This design comes from an exercise in tuning for small area and a short achievable clock period on the open sky130 flow, not from production work. Function was checked by simulation only, so behaviour that the tests miss may differ from the original. Power is estimated from default activity; no workload was simulated.

$ cat flow/design.v
`timescale 1ns/1ps
`default_nettype none
module smc_top (
    input  wire         i_clk,
    input  wire         i_reset,
    input  wire         i_in_valid,
    input  wire  [1:0]  i_mode,
    input  wire  [17:0] i_w,
    input  wire  [17:0] i_vgs,
    input  wire  [17:0] i_vds,
    output logic        o_out_valid,
    output logic [7:0]  o_out_n
);
    function automatic [9:0] radd(input [9:0] a, input [9:0] b, input ci);
        logic c;
        c = ci;
        for (int i = 0; i < 10; i++) begin
            radd[i] = a[i] ^ b[i] ^ c;
            c       = (a[i] & b[i]) | (c & (a[i] ^ b[i]));
        end
    endfunction
    function automatic [9:0] cadd(input [9:0] a, input [9:0] b, input ci);
        logic [9:0] lo, h0, h1;
        lo = radd({5'b0, a[4:0]}, {5'b0, b[4:0]}, ci);
        h0 = radd({5'b0, a[9:5]}, {5'b0, b[9:5]}, 1'b0);
        h1 = radd({5'b0, a[9:5]}, {5'b0, b[9:5]}, 1'b1);
        cadd = {lo[5] ? h1[4:0] : h0[4:0], lo[4:0]};
    endfunction
    function automatic [19:0] csa(input [9:0] a, input [9:0] b, input [9:0] c);
        logic [9:0] s, k;
        s = a ^ b ^ c;
        k = (a & b) | (c & (a ^ b));
        csa = {k[8:0], 1'b0, s};
    endfunction
    function automatic ge(input [7:0] a, input [7:0] b);
        logic g;
        g = 1'b1;
        for (int i = 0; i < 8; i++) g = b[i] ? (a[i] & g) : (a[i] | g);
        ge = g;
    endfunction
    function automatic [7:0] div3(input [7:0] x);
        logic r1, r0, n1, n0;
        r1 = 1'b0; r0 = 1'b0;
        for (int i = 7; i >= 0; i--) begin
            div3[i] = r1 | (r0 & x[i]);
            n1 = x[i] ? r1 : r0;
            n0 = x[i] ? ~(r1 | r0) : r1;
            r1 = n1; r0 = n0;
        end
    endfunction
    localparam logic [127:0] G0 = 128'h2aea0afa02fe00000000000000000000;
    localparam logic [127:0] G1 = 128'h2a000a00020000002aea0afa02fe0000;
    localparam logic [127:0] G2 = 128'hc4080e02fc000000cc0c0cfcfc000000;
    localparam logic [127:0] G3 = 128'h0af20cfc00000000f0f0f00000000000;
    localparam logic [127:0] G4 = 128'h0cfcf000000000000000000000000000;
    localparam logic [127:0] G5 = 128'hf0000000000000000000000000000000;
    logic [7:0] x [6];
    logic       v0, v1, v2;
    logic [1:0] md0, md1;
    logic [17:0] w0;
    logic [5:0]  g0 [6];
    always_ff @(posedge i_clk) begin
        v0   <= i_in_valid & ~i_reset;
        md0  <= i_mode;
        w0   <= i_w;
    end
    for (genvar d = 0; d < 6; d++) begin : g_dev
        wire [6:0] idx = {i_mode[0], i_vgs[3*d +: 3], i_vds[3*d +: 3]};
        always_ff @(posedge i_clk)
            g0[d] <= {G5[idx], G4[idx], G3[idx], G2[idx], G1[idx], G0[idx]};
        assign x[d] = w0[3*d +: 3] * g0[d];
    end
    logic above [6][6];
    always_comb begin
        for (int i = 0; i < 6; i++) begin
            above[i][i] = 1'b0;
            for (int j = i + 1; j < 6; j++) begin
                above[i][j] = ge(x[i], x[j]);
                above[j][i] = ~above[i][j];
            end
        end
    end
    logic [5:0] pos [3];
    for (genvar d = 0; d < 6; d++) begin : g_rank
        wire [4:0] a;
        for (genvar j = 0; j < 5; j++) begin : g_a
            assign a[j] = above[j < d ? j : j + 1][d];
        end
        wire s1 = a[0] ^ a[1] ^ a[2];
        wire c1 = (a[0] & a[1]) | (a[2] & (a[0] ^ a[1]));
        wire s0 = a[3] ^ a[4] ^ s1;
        wire c2 = (a[3] & a[4]) | (s1 & (a[3] ^ a[4]));
        wire n0 = ~s0 & ~c1 & ~c2;           
        wire n1 =  s0 & ~c1 & ~c2;           
        wire n2 = ~s0 & (c1 ^ c2);           
        wire n3 =  s0 & (c1 ^ c2);           
        wire n4 = ~s0 & c1 & c2;             
        wire n5 =  s0 & c1 & c2;             
        assign pos[0][d] = md0[1] ? n0 : n5;
        assign pos[1][d] = md0[1] ? n1 : n4;
        assign pos[2][d] = md0[1] ? n2 : n3;
    end
    logic [7:0] rc [3];
    logic [7:0] r [3];
    logic [7:0] bq [3];
    always_comb begin
        for (int k = 0; k < 3; k++) begin
            rc[k] = '0;
            for (int d = 0; d < 6; d++) rc[k] = rc[k] | (pos[k][d] ? x[d] : 8'd0);
        end
    end
    always_ff @(posedge i_clk) begin
        v1  <= v0 & ~i_reset;
        md1 <= md0;
        for (int k = 0; k < 3; k++) r[k] <= rc[k];
    end
    always_comb begin
        for (int k = 0; k < 3; k++) bq[k] = div3(r[k]);
    end
    wire [19:0] s1  = csa({2'b0, bq[0]}, {2'b0, bq[1]}, {2'b0, bq[2]});
    wire [9:0]  sum = radd(s1[9:0], s1[19:10], 1'b0);
    wire [7:0]  hi = md1[1] ? bq[0] : bq[2];
    wire [7:0]  lo = md1[1] ? bq[2] : bq[0];
    wire [9:0]  dif = radd({2'b0, hi}, ~{2'b0, lo}, 1'b1);
    logic [7:0] s2r;
    logic [6:0] d2r;
    logic       m2;
    always_ff @(posedge i_clk) begin
        v2  <= v1 & ~i_reset;
        m2  <= md1[0];
        s2r <= sum[7:0];
        d2r <= dif[6:0];
    end
    wire [9:0]  t4 = radd({s2r, 2'b00}, ~{3'b0, d2r}, 1'b1);
    wire [7:0]  y  = m2 ? t4[9:2] : s2r;
    always_ff @(posedge i_clk) begin
        o_out_valid <= v2 & ~i_reset;
        o_out_n     <= div3(y);
    end
endmodule
`default_nettype wire
$ cat flow/flow/run.sh
#!/bin/bash
# Standard layout, with the port buffers made from the smallest buffer cell.
export BUFFER_PORTS_ARGS="-buffer_cell sky130_fd_sc_hd__buf_1"
bash standard.sh > standard.log 2>&1
$ cat flow/standard.sh
#!/bin/bash
# synth_recipe.tcl (not shown) runs the flow's synth.tcl, then flattens the netlist and writes it again
# the make line also repeats each setting of config.mk as NAME=value (left out here)
make -C /OpenROAD-flow-scripts/flow DESIGN_CONFIG=/design/flow/config.mk WORK_HOME=/design/flow/orfs CLKGATE_MAP_FILE= SYNTH_SCRIPT=/design/flow/synth_recipe.tcl "${@:-finish}"
$ cat flow/config.mk
export PLATFORM = sky130hd
export DESIGN_NAME = smc_top
export DESIGN_NICKNAME = smc_top
export VERILOG_FILES = /design/flow/design.v
export SDC_FILE = /design/flow/constraint.sdc
export NUM_CORES = 4
export LEC_CHECK = 0
export CAP_MARGIN = 20
export CORE_MARGIN = 2
export CORE_UTILIZATION = 40
export CTS_BUF_LIST = sky130_fd_sc_hd__clkbuf_8 sky130_fd_sc_hd__clkbuf_16
export SLEW_MARGIN = 60
export SYNTH_MEMORY_MAX_BITS = 100000
$ cat flow/constraint.sdc
create_clock -name core_clock -period 25.0 [get_ports {i_clk}]
set_input_delay 5.0000 -clock core_clock [delete_from_list [all_inputs] [get_ports {i_clk}]]
set_output_delay 5.0000 -clock core_clock [all_outputs]
set_load 0.01 [all_outputs]
==> results.py, run 1 <==
metrics = {
    "run_status": {
        "status": "complete, no violations",
    },
    "clock_network": {
        "cts_htree_levels": 3,
        "cts_buffer_depth": 2,
        "cts_setup_buffers": 0,
        "clockRootBuffer": "clkbuf_16",
        "cts_hold_buf": 0,
        "cts.sinks": 109,
        "clkTransAtPathRegs_ps": 80,
        "cts_tree": "done",
        "clock_latency_ps": 380,
        "cts_made_buffers": 9,
        "cts.repair.resized": 0,
    },
    "route": {
        "drtIter0Drc": 1217,
        "vias_per_cell": 5.85,
        "finalWirelength_um": 32200,
        "drc": 0,
        "vias": 11000,
        "first_pass_iters": 7,
        "wl_per_cell_um": 17.1,
        "ant_nets": 0,
    },
    "yosys": {
        "ys_ff_latch": 109,
        "synth-xor-area-share": 0.0452,
        "synth_most_common_cell": "nand2_1",
        "ys_top_cells_by_area": "dfxtp_1 (19%), fa_1 (11%), ha_1 (6.5%)",
        "synth_warnings": 8,
        "synth_area_leader_cell": "dfxtp_1",
        "synth-main-ff-cell": "dfxtp_1",
        "synthMuxAreaShare": 0.0397,
        "synth_commonest_cells": "nand2_1 (160), inv_1 (111), dfxtp_1 (109), nor2_1 (96), a21oi_1 (81)",
        "netlist_instances": 1468,
        "synthesis.nets": 1651,
        "synth_simple_gate_area_frac": 0.209,
        "synth_compound_area_frac": 0.255,
        "yosysSeqAreaShare": 0.187,
        "synth_edf_count": 0,
        "async_flop_share": 0,
        "synth_area_per_cell_um2": 7.93,
        "synth_cell_type_count": 83,
        "synth_fa_ha_area_frac": 0.200,
        "syn_area_mm2": 0.0116,
        "synth_top_family_by_area": "compound AO/OA/AOI/OAI gates",
        "synth_top_area_frac": 0.187,
    },
    "worst_setup_path": {
        "max_stage_delay_ps": 850,
        "crit_path_end_kind": "flip-flop",
        "crit_slowest_cell": "fa_1",
        "worst_ep_arrival_time_ps": 6780,
        "crit_path_max_fanout": 9,
        "crit_top_cell": "fa_1",
        "path_cells": "nand2_1, fa_1, inv_1, ha_1, fa_1, inv_1, and3_1, nor4_1, a311oi_1, o311ai_2, o221ai_1, maj3_1, fa_1, fa_1, nand3_1, o31a_1, o22ai_1, a221oi_1, o221ai_1",
        "critPathRequiredTime_ps": 25230,
        "crit_type": "reg -> reg",
        "startpoint_type": "flip-flop",
    },
    "place": {
        "placedInstanceArea_mm2": 0.0124,
        "gp_congestion": 0.971,
        "place.detailed.hpwl_um": 24800,
        "portBuffers": 66,
    },
    "global_routing": {
        "grt_pass1_wl_um": 52100,
        "grt-ovfl-total": 0,
        "track_usage": 0.210,
        "antenna_found_initial": 0,
        "grt_max_degree": 50,
        "grt_pass1_vias": 10500,
    },
    "finish": {
        "multiInputGateArea_mm2": 0.00903,
        "seq_area_mm2": 0.00218,
        "stdcell_area_mm2": 0.0128,
        "area_growth_pct": 9.66,
        "nets": 1673,
        "drive_gt1_frac": 0.0856,
        "antenna_cells": 0,
        "fillers": 2888,
    },
    "power": {
        "ir_drop_mv": 0.0702,
        "p_leak_nw": 5.36,
        "power_frac_clock": 0.106,
        "power_frac_comb": 0.711,
        "p_sw_mw": 0.712,
        "seq_power_share": 0.183,
        "fin_total_pwr_mw": 1.39,
        "power_density_mw_per_mm2": 109,
        "p_sw_frac": 0.512,
        "internal-power_mw": 0.679,
    },
    "sta": {
        "finalHoldViolations": 0,
        "final_max_slew_viol_count": 0,
        "period_needed_ps": 6550,
        "finalCritPeriodShare": 0.262,
        "relSlewSlack": 0.594,
        "skew_ps": 16.9,
        "setup_viol": 0,
        "tns_ps": 0,
        "worst_slew_pin_slew_ps": 606,
        "max_freq_ghz": 0.153,
        "rsz0062_at_grt": "false",
    },
    "floorplanning": {
        "start_util": 0.405,
        "die_h_um": 175,
        "rows": 62,
        "die_x_um": 175,
        "dieArea_mm2": 0.0305,
        "core_area_mm2": 0.0287,
        "io_pins": 68,
    },
    "worst_hold_path": {
        "hp-class": "reg -> reg",
    },
    "job": {
        "maxCapViolations": 0,
    },
}
## per-stage QoR
step	std cells	util	hold slack [ps]	setup WS, ps
after detailed placement	1863	0.432	317	18640
after global routing	1879	0.445	348	18250
after global placement	1855	0.422	317	18510
final	1879	0.445	333	18450
after floorplan	1468	-	310	18920
after CTS	1879	0.443	337	18690
## critical path: cells and delay by family, from the launching register on
kind | cells | cell delay [ps]
AO/OA/AOI/OAI | 7 | 1660
adder cells (fa/ha/maj) | 6 | 3140
buffers and inverters | 2 | 320
flip-flops | 1 | 420
AND/OR/NAND/NOR | 4 | 850
## flip-flops by register name, indices dropped and copies added (netlist names)
name         flops
v0               1
s2r              8
v2               1
m2               1
g0              36
d2r              7
v1               1
o_out_valid      1
md1              2
r               24
md0              2
o_out_n          7
w0              18
## placed cells by master (no fill, tap or decap), drive strengths merged, types with 14 or more instances in the layout
cell type | synthesis | final
a21o | 17 | 17
a21oi | 81 | 81
a221oi | 14 | 14
a22oi | 52 | 52
a31oi | 18 | 18
and2 | 75 | 75
buf | 17 | 81
dfxtp | 109 | 109
fa | 64 | 64
ha | 60 | 60
inv | 111 | 114
maj3 | 29 | 29
mux2 | 18 | 18
mux2i | 21 | 21
nand2 | 160 | 160
nand2b | 24 | 24
nand3 | 42 | 42
nor2 | 96 | 96
nor2b | 40 | 40
nor3 | 22 | 22
o211ai | 16 | 16
o21ai | 66 | 66
o221ai | 17 | 17
o22ai | 38 | 38
xnor2 | 36 | 36
xor2 | 24 | 24
## power groups by stage
| stage | Clock [mW] | Sequential, mW | Combinational [mW] |
|---|---|---|---|
| after detailed placement | 0 | 0.259 | 0.961 |
| after floorplan | 0 | 0.246 | 0.710 |
| after CTS | 0.153 | 0.255 | 0.966 |
| after global routing | 0.159 | 0.262 | 1.09 |
| final | 0.147 | 0.255 | 0.988 |
| after global placement | 0 | 0.258 | 0.911 |
## final timing paths
path / slack [ps] / endpoint / cells past startpoint / startpoint
worst max-delay path: 18450 / r[1][5] / 19 / w0[6]
worst min-delay path: 330 / m2 / 0 / md1[0]
worst max register to register: 18450 / r[1][5] / 19 / w0[6]
worst min register to register: 330 / m2 / 0 / md1[0]
## cell type report
| cell class | count | share of cell area |
|---|---|---|
| inverters | 111 | 0.0326 |
| multi-input cells | 1176 | 0.707 |
| flip-flops and latches | 109 | 0.171 |
| clock inverters | 7 | 0.00578 |
| well taps | 384 | 0.0376 |
| repair buffers | 83 | 0.0279 |
| clock buffers | 9 | 0.0176 |
## cells by family (layout without fill, tap and decap cells)
group / count (synthesis) / in the layout
simple gates: 498 / 498
compound gates: 423 / 423
buf+inv: 183 / 210
fa+ha+maj: 153 / 153
flops: 109 / 109
xor+xnor: 60 / 60
mux: 41 / 41
other cells: 1 / 1
## routing by layer
layer  vias to the layer above  share of wire  routed length, um  global-route usage
met2                       446           0.45              14300               0.340
met4                         0          0.050               1600               0.107
met3                       109          0.079               2560              0.0381
met1                      5122           0.43              13700               0.270
li1                       5308              -                  -                   -
met5                         -              0                  0                   0
==> inputs of run 2 (changes only) <==
--- a/flow/design.v
+++ b/flow/design.v
@@ -68,7 +68,11 @@
         wire [6:0] idx = {i_mode[0], i_vgs[3*d +: 3], i_vds[3*d +: 3]};
         always_ff @(posedge i_clk)
             g0[d] <= {G5[idx], G4[idx], G3[idx], G2[idx], G1[idx], G0[idx]};
-        assign x[d] = w0[3*d +: 3] * g0[d];
+        wire [2:0]  w  = w0[3*d +: 3];
+        wire [19:0] pp = csa({4'b0, g0[d] & {6{w[0]}}}, {3'b0, g0[d] & {6{w[1]}}, 1'b0},
+                             {2'b0, g0[d] & {6{w[2]}}, 2'b00});
+        wire [9:0]  xs = cadd(pp[9:0], pp[19:10], 1'b0);
+        assign x[d] = xs[7:0];
     end
     logic above [6][6];
     always_comb begin
@@ -118,7 +122,7 @@
         for (int k = 0; k < 3; k++) bq[k] = div3(r[k]);
     end
     wire [19:0] s1  = csa({2'b0, bq[0]}, {2'b0, bq[1]}, {2'b0, bq[2]});
-    wire [9:0]  sum = radd(s1[9:0], s1[19:10], 1'b0);
+    wire [9:0]  sum = cadd(s1[9:0], s1[19:10], 1'b0);
     wire [7:0]  hi = md1[1] ? bq[0] : bq[2];
     wire [7:0]  lo = md1[1] ? bq[2] : bq[0];
     wire [9:0]  dif = radd({2'b0, hi}, ~{2'b0, lo}, 1'b1);
@@ -131,7 +135,7 @@
         s2r <= sum[7:0];
         d2r <= dif[6:0];
     end
-    wire [9:0]  t4 = radd({s2r, 2'b00}, ~{3'b0, d2r}, 1'b1);
+    wire [9:0]  t4 = cadd({s2r, 2'b00}, ~{3'b0, d2r}, 1'b1);
     wire [7:0]  y  = m2 ? t4[9:2] : s2r;
     always_ff @(posedge i_clk) begin
         o_out_valid <= v2 & ~i_reset;
--- a/flow/config.mk
+++ b/flow/config.mk
@@ -5,9 +5,10 @@
 export SDC_FILE = /design/flow/constraint.sdc
 export NUM_CORES = 4
 export LEC_CHECK = 0
+export ABC_AREA = 1
 export CAP_MARGIN = 20
 export CORE_MARGIN = 2
-export CORE_UTILIZATION = 40
+export CORE_UTILIZATION = 30
 export CTS_BUF_LIST = sky130_fd_sc_hd__clkbuf_8 sky130_fd_sc_hd__clkbuf_16
-export SLEW_MARGIN = 60
+export SLEW_MARGIN = 40
 export SYNTH_MEMORY_MAX_BITS = 100000
==> run 2 against run 1 <==
Compared with the run above:
- sequential power fell by 3%
- clock power rose by 11%
- first-iteration DRC count fell by 36%
- fmax fell by 0.57%
- cell count rose by 11%
- utilization fell by 11 points
- hold slack got worse by 12 ps
- design area fell by 8.1%
- critical path type unchanged
- largest cell class unchanged
==> results.py, run 2 <==
metrics = {
    "yosys": {
        "synth_cell_type_count": 53,
        "synthesis.nets": 1759,
        "synth_area_per_cell_um2": 6.76,
        "synth_warnings": 8,
        "netlist_instances": 1577,
        "synth_top_area_frac": 0.205,
        "yosysSeqAreaShare": 0.205,
        "ys_top_cells_by_area": "dfxtp_1 (20%), nand2_1 (14%), fa_1 (14%)",
        "ys_ff_latch": 109,
        "async_flop_share": 0,
        "syn_area_mm2": 0.0107,
        "synth_area_leader_cell": "dfxtp_1",
        "synth-main-ff-cell": "dfxtp_1",
        "synth_commonest_cells": "nand2_1 (395), inv_1 (309), dfxtp_1 (109), o21ai_0 (100), nor2_1 (96)",
        "synth_most_common_cell": "nand2_1",
        "synth_edf_count": 0,
    },
    "sta": {
        "relSlewSlack": 0.380,
        "rsz0062_at_grt": "false",
        "worst_slew_pin_slew_ps": 926,
        "fin_ws_ps": 18410,
        "max_freq_ghz": 0.152,
        "tns_ps": 0,
        "period_needed_ps": 6590,
        "setup_viol": 0,
        "finalHoldViolations": 0,
        "finalCritPeriodShare": 0.263,
        "skew_ps": 14.4,
        "holdWs_ps": 321,
        "final_max_slew_viol_count": 0,
    },
    "clock_network": {
        "cts_hold_buf": 0,
        "cts_tree": "done",
        "cts.sinks": 109,
        "cts.repair.resized": 0,
        "cts_htree_levels": 3,
        "clock_latency_ps": 380,
        "clkTransAtPathRegs_ps": 80,
        "clockRootBuffer": "clkbuf_16",
        "cts_buffer_depth": 2,
        "cts_made_buffers": 9,
        "cts_setup_buffers": 0,
    },
    "power": {
        "ir_drop_mv": 0.0539,
        "power_density_mw_per_mm2": 115,
        "p_leak_nw": 5.87,
        "fin_total_pwr_mw": 1.35,
    },
    "global_routing": {
        "antenna_found_initial": 0,
        "grt_pass1_wl_um": 50400,
        "track_usage": 0.172,
        "grt-ovfl-total": 0,
        "grt_max_degree": 25,
        "grt_pass1_vias": 10100,
    },
    "floorplanning": {
        "die_x_um": 193,
        "io_pins": 68,
        "start_util": 0.302,
        "rows": 69,
        "core_area_mm2": 0.0353,
        "dieArea_mm2": 0.0371,
        "die_h_um": 193,
    },
    "finish": {
        "regMostFlops": "g0",
        "antenna_cells": 0,
        "fin_cells": 2090,
        "post-route-util": 0.332,
        "largest_reg_flops": 36,
        "multiInputGateArea_mm2": 0.00715,
        "drive_gt1_frac": 0.0344,
        "seq_area_mm2": 0.00218,
        "nets": 1807,
        "top_regs": "g0 x36, r x24, w0 x18",
        "layout_commonest_cell": "nand2_1",
        "layout_common_cells": "nand2_1 (395), inv_1 (309), dfxtp_1 (109), o21ai_0 (100), nor2_1 (96)",
        "area_growth_pct": 9.92,
        "stdcell_area_mm2": 0.0117,
        "fillers": 3759,
    },
    "worst_setup_path": {
        "startpoint_type": "flip-flop",
        "reg2reg_depth": 23,
        "crit_path_end_kind": "flip-flop",
        "crit_type": "reg -> reg",
        "worst_ep_arrival_time_ps": 6840,
        "reg2reg_to": "r[1][2]",
        "crit_top_cell": "fa_1",
        "crit_path_max_fanout": 14,
        "crit_slowest_cell": "o21ai_0",
        "reg2reg_from": "w0[3]",
        "critPathRequiredTime_ps": 25260,
        "rrSetupSlack_ps": 18410,
        "startpoint": "w0[3]",
        "max_stage_delay_ps": 580,
        "worstSetupEndpoint": "r[1][2]",
        "path_cells": "nand2_1, fa_1, inv_1, ha_1, inv_1, fa_1, fa_1, nor2_1, a21oi_1, fa_1, inv_1, xor2_1, inv_1, o21ai_0, fa_1, fa_1, nor2_1, a31oi_2, inv_1, nand2_1, o221ai_1, a21oi_1, o221ai_1",
    },
    "place": {
        "dp.cells": 2075,
        "placedInstanceArea_mm2": 0.0114,
        "dp_slack_ps": 18380,
        "portBuffers": 66,
        "place.detailed.hpwl_um": 24600,
        "gp_congestion": 0.951,
    },
    "route": {
        "drc": 0,
        "ant_nets": 0,
        "vias_per_cell": 5.03,
        "finalWirelength_um": 30800,
        "drtIter0Drc": 782,
        "vias": 10500,
        "wl_per_cell_um": 14.7,
        "first_pass_iters": 6,
    },
    "run_status": {
        "status": "complete, no violations",
    },
    "worst_hold_path": {
        "hp-class": "reg -> reg",
    },
    "job": {
        "maxCapViolations": 0,
    },
}
## run 2: area by class of cell
| class | instances | share of cell area |
|---|---|---|
| Clock buffer | 10 | 0.0204 |
| Multi-Input combinational cell | 1115 | 0.610 |
| Clock inverter | 5 | 0.00800 |
| Sequential cell | 109 | 0.186 |
| Tap cell | 461 | 0.0492 |
| Timing Repair Buffer | 69 | 0.0231 |
| Inverter | 321 | 0.103 |
## run 2: critical path, delay by kind of cell, from the launching register on
family | cells | cell delay, ps
AOI/OAI and AO/OA | 6 | 1440
xor gates and xnor gates | 1 | 420
adders and majority gates | 7 | 2960
buffers and inverters | 5 | 760
DFF | 1 | 450
and+or+nand+nor | 4 | 430
## run 2: worst min path at each step
stage / from / endpoint / slack, ps / cells after the start
after floorplan: md1[0] / m2 / 310 / 0
after global placement: md1[0] / m2 / 320 / 0
after detailed placement: md1[0] / m2 / 310 / 0
after CTS: md1[0] / m2 / 330 / 0
after global routing: md1[0] / m2 / 330 / 0
final: md1[0] / m2 / 320 / 0
## run 2: layer usage
metal  wire length (um)  vias up  global-route usage
met5                  0        -                   0
met4               1040        0              0.0699
met3               2010       63              0.0300
met2              14900      374               0.307
met1              12800     4864               0.202
li1                   -     5215                   -
## run 2: cells by family (layout without fill, tap and decap cells)
group / count (synthesis) / count (layout) / synth area share
AOI/OAI and AO/OA: 354 / 354 / 0.207
xor gates and xnor gates: 26 / 26 / 0.0256
adders and majority gates: 123 / 123 / 0.196
buffers and inverters: 353 / 405 / 0.126
DFF: 109 / 109 / 0.205
muxes: 1 / 1 / 0.000939
other: 1 / 1 / 0.000352
and+or+nand+nor: 610 / 610 / 0.239
## run 2: report_power, final
group / internal [mW] / switching (mW) / total [mW]
combinational: 0.320 / 0.623 / 0.944
clock: 0.0914 / 0.0716 / 0.163
sequential: 0.225 / 0.0222 / 0.247
==> inputs of run 3 (changes only) <==
--- a/flow/design.v
+++ b/flow/design.v
@@ -68,11 +68,7 @@
         wire [6:0] idx = {i_mode[0], i_vgs[3*d +: 3], i_vds[3*d +: 3]};
         always_ff @(posedge i_clk)
             g0[d] <= {G5[idx], G4[idx], G3[idx], G2[idx], G1[idx], G0[idx]};
-        wire [2:0]  w  = w0[3*d +: 3];
-        wire [19:0] pp = csa({4'b0, g0[d] & {6{w[0]}}}, {3'b0, g0[d] & {6{w[1]}}, 1'b0},
-                             {2'b0, g0[d] & {6{w[2]}}, 2'b00});
-        wire [9:0]  xs = cadd(pp[9:0], pp[19:10], 1'b0);
-        assign x[d] = xs[7:0];
+        assign x[d] = w0[3*d +: 3] * g0[d];
     end
     logic above [6][6];
     always_comb begin
==> flow/flow/run.sh (replaced) <==
#!/bin/bash
# Standard layout, with the port buffers made from the smallest buffer cell
# and repair_design's early gate sizing keeping each driver's load within
# a fixed multiple of its input capacitance.
export BUFFER_PORTS_ARGS="-buffer_cell sky130_fd_sc_hd__buf_1"
export EARLY_SIZING_CAP_RATIO=4
bash standard.sh > standard.log 2>&1
==> run 3 against run 2 <==
Compared with the run above:
- register-to-register slack better by 590 ps
- critical path type is now in -> reg
- count of clock-buffer cells in the layout down 1
- still clean
- largest cell class unchanged
- area after synthesis increased by 3.0%
==> results.py, run 3 <==
metrics = {
    "yosys": {
        "ys_top_cells_by_area": "dfxtp_1 (20%), nand2_1 (18%), fa_1 (11%)",
        "syn_area_mm2": 0.0110,
        "synth_area_per_cell_um2": 6.40,
        "synth_area_leader_cell": "dfxtp_1",
        "synth_cell_type_count": 47,
        "async_flop_share": 0,
        "synth_commonest_cells": "nand2_1 (534), inv_1 (295), nor2_1 (118), o21ai_0 (113), dfxtp_1 (109)",
        "synthesis.nets": 1901,
        "synth_warnings": 8,
        "synth_top_area_frac": 0.199,
        "synth-main-ff-cell": "dfxtp_1",
        "ys_ff_latch": 109,
        "yosysSeqAreaShare": 0.199,
        "synth_edf_count": 0,
        "netlist_instances": 1718,
        "synth_most_common_cell": "nand2_1",
    },
    "clock_network": {
        "clockRootBuffer": "clkbuf_16",
        "cts_setup_buffers": 0,
        "cts_htree_levels": 3,
        "clock_latency_ps": 380,
        "cts_hold_buf": 0,
        "cts_tree": "done",
        "clkTransAtPathRegs_ps": 80,
        "cts.repair.resized": 0,
        "cts.sinks": 109,
        "cts_made_buffers": 9,
        "cts_buffer_depth": 2,
    },
    "finish": {
        "area_growth_pct": 9.62,
        "fillers": 3934,
        "largest_reg_flops": 36,
        "drive_gt1_frac": 0.0288,
        "fin_cells": 2239,
        "regMostFlops": "g0",
        "multiInputGateArea_mm2": 0.00756,
        "layout_commonest_cell": "nand2_1",
        "nets": 1949,
        "antenna_cells": 0,
        "seq_area_mm2": 0.00218,
        "top_regs": "g0 x36, r x24, w0 x18",
        "layout_common_cells": "nand2_1 (534), inv_1 (295), nor2_1 (118), o21ai_0 (113), dfxtp_1 (109)",
    },
    "power": {
        "p_leak_nw": 6.39,
        "p_sw_frac": 0.541,
        "power_density_mw_per_mm2": 113,
        "power_frac_clock": 0.108,
        "fin_total_pwr_mw": 1.36,
        "seq_power_share": 0.184,
        "ir_drop_mv": 0.0547,
        "internal-power_mw": 0.623,
        "p_sw_mw": 0.733,
        "power_frac_comb": 0.709,
    },
    "worst_hold_path": {
        "hold_end": "md1[0]",
        "hold_depth": 0,
        "hp-start": "md0[0]",
        "hp-class": "reg -> reg",
    },
    "floorplanning": {
        "start_util": 0.302,
        "rows": 70,
        "io_pins": 68,
        "dieArea_mm2": 0.0382,
        "die_x_um": 195,
        "core_area_mm2": 0.0363,
        "die_h_um": 195,
    },
    "route": {
        "drtIter0Drc": 899,
        "vias": 11100,
        "wl_per_cell_um": 13.6,
        "first_pass_iters": 6,
        "vias_per_cell": 4.96,
        "finalWirelength_um": 30500,
        "ant_nets": 0,
        "drc": 0,
    },
    "sta": {
        "final_max_slew_viol_count": 0,
        "setup_viol": 0,
        "worst_slew_pin_slew_ps": 834,
        "rsz0062_at_grt": "false",
        "finalHoldViolations": 0,
        "max_freq_ghz": 0.166,
        "tns_ps": 0,
        "skew_ps": 11.5,
        "period_needed_ps": 6020,
        "fin_ws_ps": 18980,
        "holdWs_ps": 329,
        "finalCritPeriodShare": 0.241,
        "relSlewSlack": 0.442,
    },
    "global_routing": {
        "grt_max_degree": 24,
        "grt_pass1_vias": 10400,
        "grt_pass1_wl_um": 50000,
        "grt-ovfl-total": 0,
        "antenna_found_initial": 0,
        "track_usage": 0.161,
    },
    "place": {
        "gp_congestion": 0.965,
        "dp.cells": 2223,
        "place.detailed.hpwl_um": 24700,
        "dp_slack_ps": 18560,
        "portBuffers": 66,
    },
    "run_status": {
        "status": "complete, no violations",
    },
    "worst_setup_path": {
        "worst_ep_arrival_time_ps": 6300,
        "rrSetupSlack_ps": 19000,
        "reg2reg_depth": 22,
        "reg2reg_from": "w0[0]",
        "crit_path_end_kind": "flip-flop",
        "startpoint_type": "input pin",
        "reg2reg_to": "r[2][2]",
        "critPathRequiredTime_ps": 25290,
        "crit_path_max_fanout": 23,
        "crit_type": "in -> reg",
    },
    "job": {
        "maxCapViolations": 0,
    },
}
==> run 3: changes by cell type after synthesis, sizes merged, moves of 7 or more <==
| cell | before | now |
|---|---|---|
| a22oi | 49 | 27 |
| fa | 74 | 62 |
| o2111ai | 10 | 3 |
| nor2 | 97 | 118 |
| nand2 | 405 | 541 |
| inv | 314 | 301 |
| ha | 49 | 62 |
| a21oi | 66 | 73 |
==> run 3: critical path, cell delays in order <==
cell      delay, ps
buf_1            70
buf_4           210
inv_1           590
nor2_1          110
a221oi_1        290
==> run 3: cell type report <==
type | count | area share
timing repair buffer | 68 | 0.0218
clock buffer | 9 | 0.0187
sequential | 109 | 0.181
tap | 468 | 0.0486
clock inverter | 7 | 0.00717
inverter | 306 | 0.0953
multi-input combinational | 1272 | 0.627
==> run 3: power groups by stage <==
stage               clock network [mW]  registers (mW)  logic, mW
finish                           0.146           0.249      0.961
floorplan                            0           0.250      0.713
CTS                              0.154           0.250      0.957
global route                     0.159           0.254       1.11
global placement                     0           0.252      0.940
detailed placement                   0           0.254      0.952
==> run 3: cells by family (layout without fill, tap and decap cells) <==
| kind of cell | count (synthesis) | after routing | synth area share |
|---|---|---|---|
| buffers and inverters | 337 | 390 | 0.117 |
| and+or+nand+nor | 772 | 772 | 0.282 |
| other | 1 | 1 | 0.000341 |
| DFF | 109 | 109 | 0.199 |
| AOI/OAI and AO/OA | 345 | 345 | 0.190 |
| xor gates and xnor gates | 30 | 30 | 0.0297 |
| adders and majority gates | 124 | 124 | 0.184 |
==> run 3: worst max path at each step <==
stage               from        to  slack, ps
2_1_floorplan  i_vds[16]  g0[5][1]      18990
4_1_cts        i_mode[0]  g0[3][3]      18960
3_5_place_dp   i_mode[0]  g0[4][3]      18560
3_3_place_gp   i_mode[0]  g0[1][2]      18620
6_report       i_mode[0]  g0[4][3]      18980
5_1_grt            w0[0]   r[2][2]      18790
==> run 3: metal layers <==
metal	GRT usage	part of all wire	vias up
li1	-	-	5641
met1	0.189	0.42	5001
met2	0.288	0.48	386
met3	0.0240	0.063	80
met4	0.0755	0.038	0
met5	0	0	-
==> run 3: per-stage QoR <==
| stage | util | instance area [um^2] |
|---|---|---|
| 2_1_floorplan | - | 11000 |
| 3_3_place_gp | 0.322 | 11700 |
| 3_5_place_dp | 0.323 | 11700 |
| 4_1_cts | 0.331 | 12000 |
| 5_1_grt | 0.331 | 12000 |
| 6_report | 0.331 | 12000 |

what the ideal ports hide:
Ports are ideal in the flow. The routed layouts listed here were re-timed in OpenROAD. Step 1: set_driving_cell puts a clkbuf_16 on i_clk and a buf_2 on each other input, an assumption about the parent block. Step 2 times the ports against the registers' clock, not the clock port: input delays grow and output delays shrink by t, the midpoint of the rising clock arrivals with the driver on. Three values: no drivers, after step 1, after step 2; two values: the first two.
| run | t (ns) | setup WS [ns] | latest minus earliest clock arrival (ns) |
|---|---|---|---|
| run 1 | 0.425 | 18.450 / 18.450 / 18.450 | 0.017 / 0.017 |
| run 2 | 0.431 | 18.413 / 18.413 / 18.400 | 0.015 / 0.014 |
| run 3 | 0.420 | 18.984 / 18.995 / 18.593 | 0.015 / 0.015 |
After both steps setup and hold are still met in every run listed. The setup slack of run 3, which loses most, moves by +0.011 ns with the drivers and by -0.391 ns with both steps.
